From an optimization exercise on the open Yosys and OpenROAD flow, aimed at small area, a short achievable clock period and few clock cycles per item; shortcuts taken in it are not production practice. Only simulation tests tie the RTL to the original design; equivalence was not proved. Power is estimated from default activity; no workload was simulated.

## lane 3
// rate_monotonic_tick_scheduler
module rate_monotonic_tick_scheduler #(
  parameter int unsigned MAX_TASKS = 8
) (
  input  logic                          clk_i,
  input  logic                          rst_ni,
  input  logic                          s_axis_tvalid_i,
  output logic                          s_axis_tready_o,
  input  logic [rmts_pkg::InDataW-1:0]  s_axis_tdata_i,
  input  logic                          s_axis_tuser_i,
  output logic                          m_axis_tvalid_o,
  input  logic                          m_axis_tready_i,
  output logic [rmts_pkg::OutDataW-1:0] m_axis_tdata_o
);
  logic take, req_valid, proc;
  rmts_ctrl u_ctrl (
    .clk_i      (clk_i),
    .rst_ni     (rst_ni),
    .in_valid_i (s_axis_tvalid_i),
    .in_ready_o (s_axis_tready_o),
    .take_o     (take),
    .req_valid_o(req_valid),
    .proc_o     (proc),
    .out_valid_o(m_axis_tvalid_o),
    .out_ready_i(m_axis_tready_i)
  );
  rmts_datapath u_datapath (
    .clk_i      (clk_i),
    .rst_ni     (rst_ni),
    .take_i     (take),
    .proc_i     (proc),
    .req_type_i (s_axis_tuser_i),
    .slot_i     (s_axis_tdata_i[2:0]),
    .task_id_i  (s_axis_tdata_i[18:3]),
    .exec_time_i(s_axis_tdata_i[34:19]),
    .period_i   (s_axis_tdata_i[50:35]),
    .job_count_i(s_axis_tdata_i[66:51]),
    .out_data_o (m_axis_tdata_o)
  );
endmodule
Size in the first run: roughly 6400 cells after synthesis, about 1400 flip-flops, ~260 I/O pins.
Settings: LEC_CHECK=0, ABC_CLOCK_PERIOD_IN_PS=4000, CAP_MARGIN=20, CORE_MARGIN=2, CORE_UTILIZATION=30, SETUP_SLACK_MARGIN=5, SLEW_MARGIN=20; clock period 10.0 ns.
run.sh (not shown) runs the stock make flow with config.mk's settings and CLKGATE_MAP_FILE= SYNTH_SCRIPT=/design/flow/synth_recipe.tcl, a recipe that flattens the netlist after the stock synthesis.
Testbench counts of lane 3, summed over its fixed seeds: cycles 12,816, items 12,800.
[inputs] lane 1 vs lane 3
diff --git a/flow/design.v b/flow/design.v
--- a/flow/design.v
+++ b/flow/design.v
@@ -51,38 +51,20 @@
     logic [31:0] ia;
     lo0 = {1'b0, a[3:0]} + {1'b0, b};
     lo1 = {1'b0, a[3:0]} + {1'b0, b} - 5'd1;
     lo  = sub ? lo1 : lo0;
     ia  = inc32({4'd0, a[31:4]});
     hi  = lo[4] ? ia[27:0] : a[31:4];
     add_small2 = {hi, lo[3:0]};
   endfunction
-  function automatic logic [3:0] pc8(input logic [7:0] b);
-    logic s0, c0, s1, c1, s2, c2, t0, d0, u, e1, v, e2;
-    s0 = b[0] ^ b[1] ^ b[2];
-    c0 = (b[0] & b[1]) | (b[0] & b[2]) | (b[1] & b[2]);
-    s1 = b[3] ^ b[4] ^ b[5];
-    c1 = (b[3] & b[4]) | (b[3] & b[5]) | (b[4] & b[5]);
-    s2 = b[6] ^ b[7];
-    c2 = b[6] & b[7];
-    t0 = s0 ^ s1 ^ s2;
-    d0 = (s0 & s1) | (s0 & s2) | (s1 & s2);
-    u  = c0 ^ c1 ^ c2;
-    e1 = (c0 & c1) | (c0 & c2) | (c1 & c2);
-    v  = u ^ d0;
-    e2 = u & d0;
-    pc8 = {e1 & e2, e1 ^ e2, v, t0};
-  endfunction
-  function automatic logic gt16(input logic [15:0] a, input logic [15:0] b,
-                                input logic ge);
+  function automatic logic gt16(input logic [15:0] a, input logic [15:0] b);
     logic [15:0] gg, ee, gn, en;
     gg = a & ~b;
     ee = ~(a ^ b);
-    gg[0] = gg[0] | (ee[0] & ge);
     for (int d = 1; d < 16; d = d * 2) begin
       gn = gg;
       en = ee;
       for (int i = d; i < 16; i++) begin
         gn[i] = gg[i] | (ee[i] & gg[i-d]);
         en[i] = ee[i] & ee[i-d];
       end
       gg = gn;
@@ -171,22 +153,22 @@
       ld_per  <= (period_i == 16'd0) ? 16'd1 : period_i;
       ld_jobs <= job_count_i;
       ld_act  <= (job_count_i != 16'd0);
       ld_eone <= (exec_time_i <= 16'd1);
       ld_pone <= (period_i <= 16'd1);
       ld_jone <= (job_count_i == 16'd1);
     end
   end
-  logic [NT-1:0] p_win, below;
+  logic [NT-1:0] p_gt, p_eq;
   logic [31:0]   ld_sub, wsum_ld;
   always_comb begin
     for (int i = 0; i < NT; i++) begin
-      below[i] = |(ld_oh >> (i + 1));
-      p_win[i] = rmts_pkg::gt16(ld_per, per_q[i], below[i]);
+      p_gt[i]  = rmts_pkg::gt16(ld_per, per_q[i]);
+      p_eq[i]  = (ld_per == per_q[i]);
     end
   end
   always_comb begin
     ld_sub = '0;
     for (int i = 0; i < NT; i++) begin
       ld_sub = ld_sub | ((ld_oh[i] && seen_q[i]) ? wait_q[i] : 32'd0);
     end
   end
@@ -229,18 +211,22 @@
     end
     fresh_sel = |(sel & fresh_q);
     pre       = any && (|cur_q) && !(|(cur_q & sel));
     kind      = (any && (sw_q || pre)) ? (fresh_sel ? rmts_pkg::KIND_START
                                                     : rmts_pkg::KIND_RESUME)
                                        : rmts_pkg::KIND_CONT;
     sw_n      = any ? (|(sel & (rone | cone))) : sw_q;
     fin_any   = |fin_v;
-    mcnt = rmts_pkg::pc8(mpre);
-    bcnt = rmts_pkg::pc8(rdy_b);
+    mcnt = '0;
+    bcnt = '0;
+    for (int i = 0; i < NT; i++) begin
+      mcnt = mcnt + 4'(mpre[i]);
+      bcnt = bcnt + 4'(rdy_b[i]);
+    end
     fin_m = |(fin_v & mpre);
     sel_b = |(sel & rdy_b);
   end
   logic [31:0] time_inc, done_inc, miss_add, wsum_add;
   assign time_inc = rmts_pkg::inc32(time_q);
   assign done_inc = rmts_pkg::inc32(done_q);
   assign miss_add = rmts_pkg::add_small2(miss_q, mcnt, fin_m);
   assign wsum_add = rmts_pkg::add_small2(wsum_q, bcnt, sel_b);
@@ -307,18 +293,18 @@
             fresh_q[i] <= 1'b1;
             cone[i]    <= ld_pone;
             rone[i]    <= ld_eone;
             jone[i]    <= ld_jone;
           end
         end
         for (int i = 0; i < NT; i++) begin
           for (int j = i + 1; j < NT; j++) begin
-            if (ld_oh[i]) beat_q[i][j] <= !p_win[j];
-            if (ld_oh[j]) beat_q[i][j] <= p_win[i];
+            if (ld_oh[i]) beat_q[i][j] <= !p_gt[j];
+            if (ld_oh[j]) beat_q[i][j] <= p_gt[i] || p_eq[i];
           end
         end
       end else begin
         busy_q   <= any;
         run_id_q <= run_id;
         pre_q    <= pre;
         pre_id_q <= pre ? cur_id_q : 16'd0;
         kind_q   <= kind;
- The sequential fraction of total cell area reported for lane 1 is smaller than that of lane 3 by 0.43 points.
- Lane 3 → lane 1: number of buffer and inverter instances along the worst setup path has increased; area taken by multi-input logic gates has increased.
- Lane 1 vs lane 3 on pre-CTS worst setup slack: lane 1 is the lower one.
- Comparing lane 3 with lane 1, the number of cells after detailed placement came out essentially unchanged.
- Re post-cts resize count: lane 1 is 41 up on lane 3.
- Worst setup slack for register-to-register paths: lane 1 < lane 3
- Lane 1 ends up with lower met2 layer wire length in the routed design than lane 3 does.
- Going from lane 3 to lane 1, wire length of the first global-routing pass higher, maximum number of pins on one net before global-route repair lower, time the final worst path needs with I/O delays and setup higher, power higher.
Testbench counts of lane 1, summed over its fixed seeds: cycles 12,816, items 12,800.

==> what the ideal ports hide <==
Ports are ideal in the flow. The routed layouts listed here were re-timed in OpenROAD. Step 1: set_driving_cell puts a clkbuf_16 on clk_i and a buf_2 on each other input, an assumption about the parent block. Step 2 adds t to the input delays and takes it off the output delays; t is the mean of the earliest and latest rising clock arrival at the registers after step 1. Input paths then give back, and output paths get back, about the clock's delay inside the block. Slacks: ideal ports / drivers / drivers and shift; pairs: ideal ports / drivers.
run | shift t [ns] | slack for setup (ns) | hold WS [ns] | worst setup path at the end | cell pins on the clock port's net
lane 3 | 0.883 | 5.048 / 4.970 / 4.605 | 0.459 / 0.459 / 0.459 | input to register | 1
lane 1 | 0.893 | 4.637 / 4.637 / 4.637 | 0.462 / 0.462 / 0.462 | register to register | 1
After both steps setup and hold are still met in every run listed. For lane 3, which loses most, drivers alone change the setup slack by -0.078 ns; drivers and shift together by -0.443 ns.
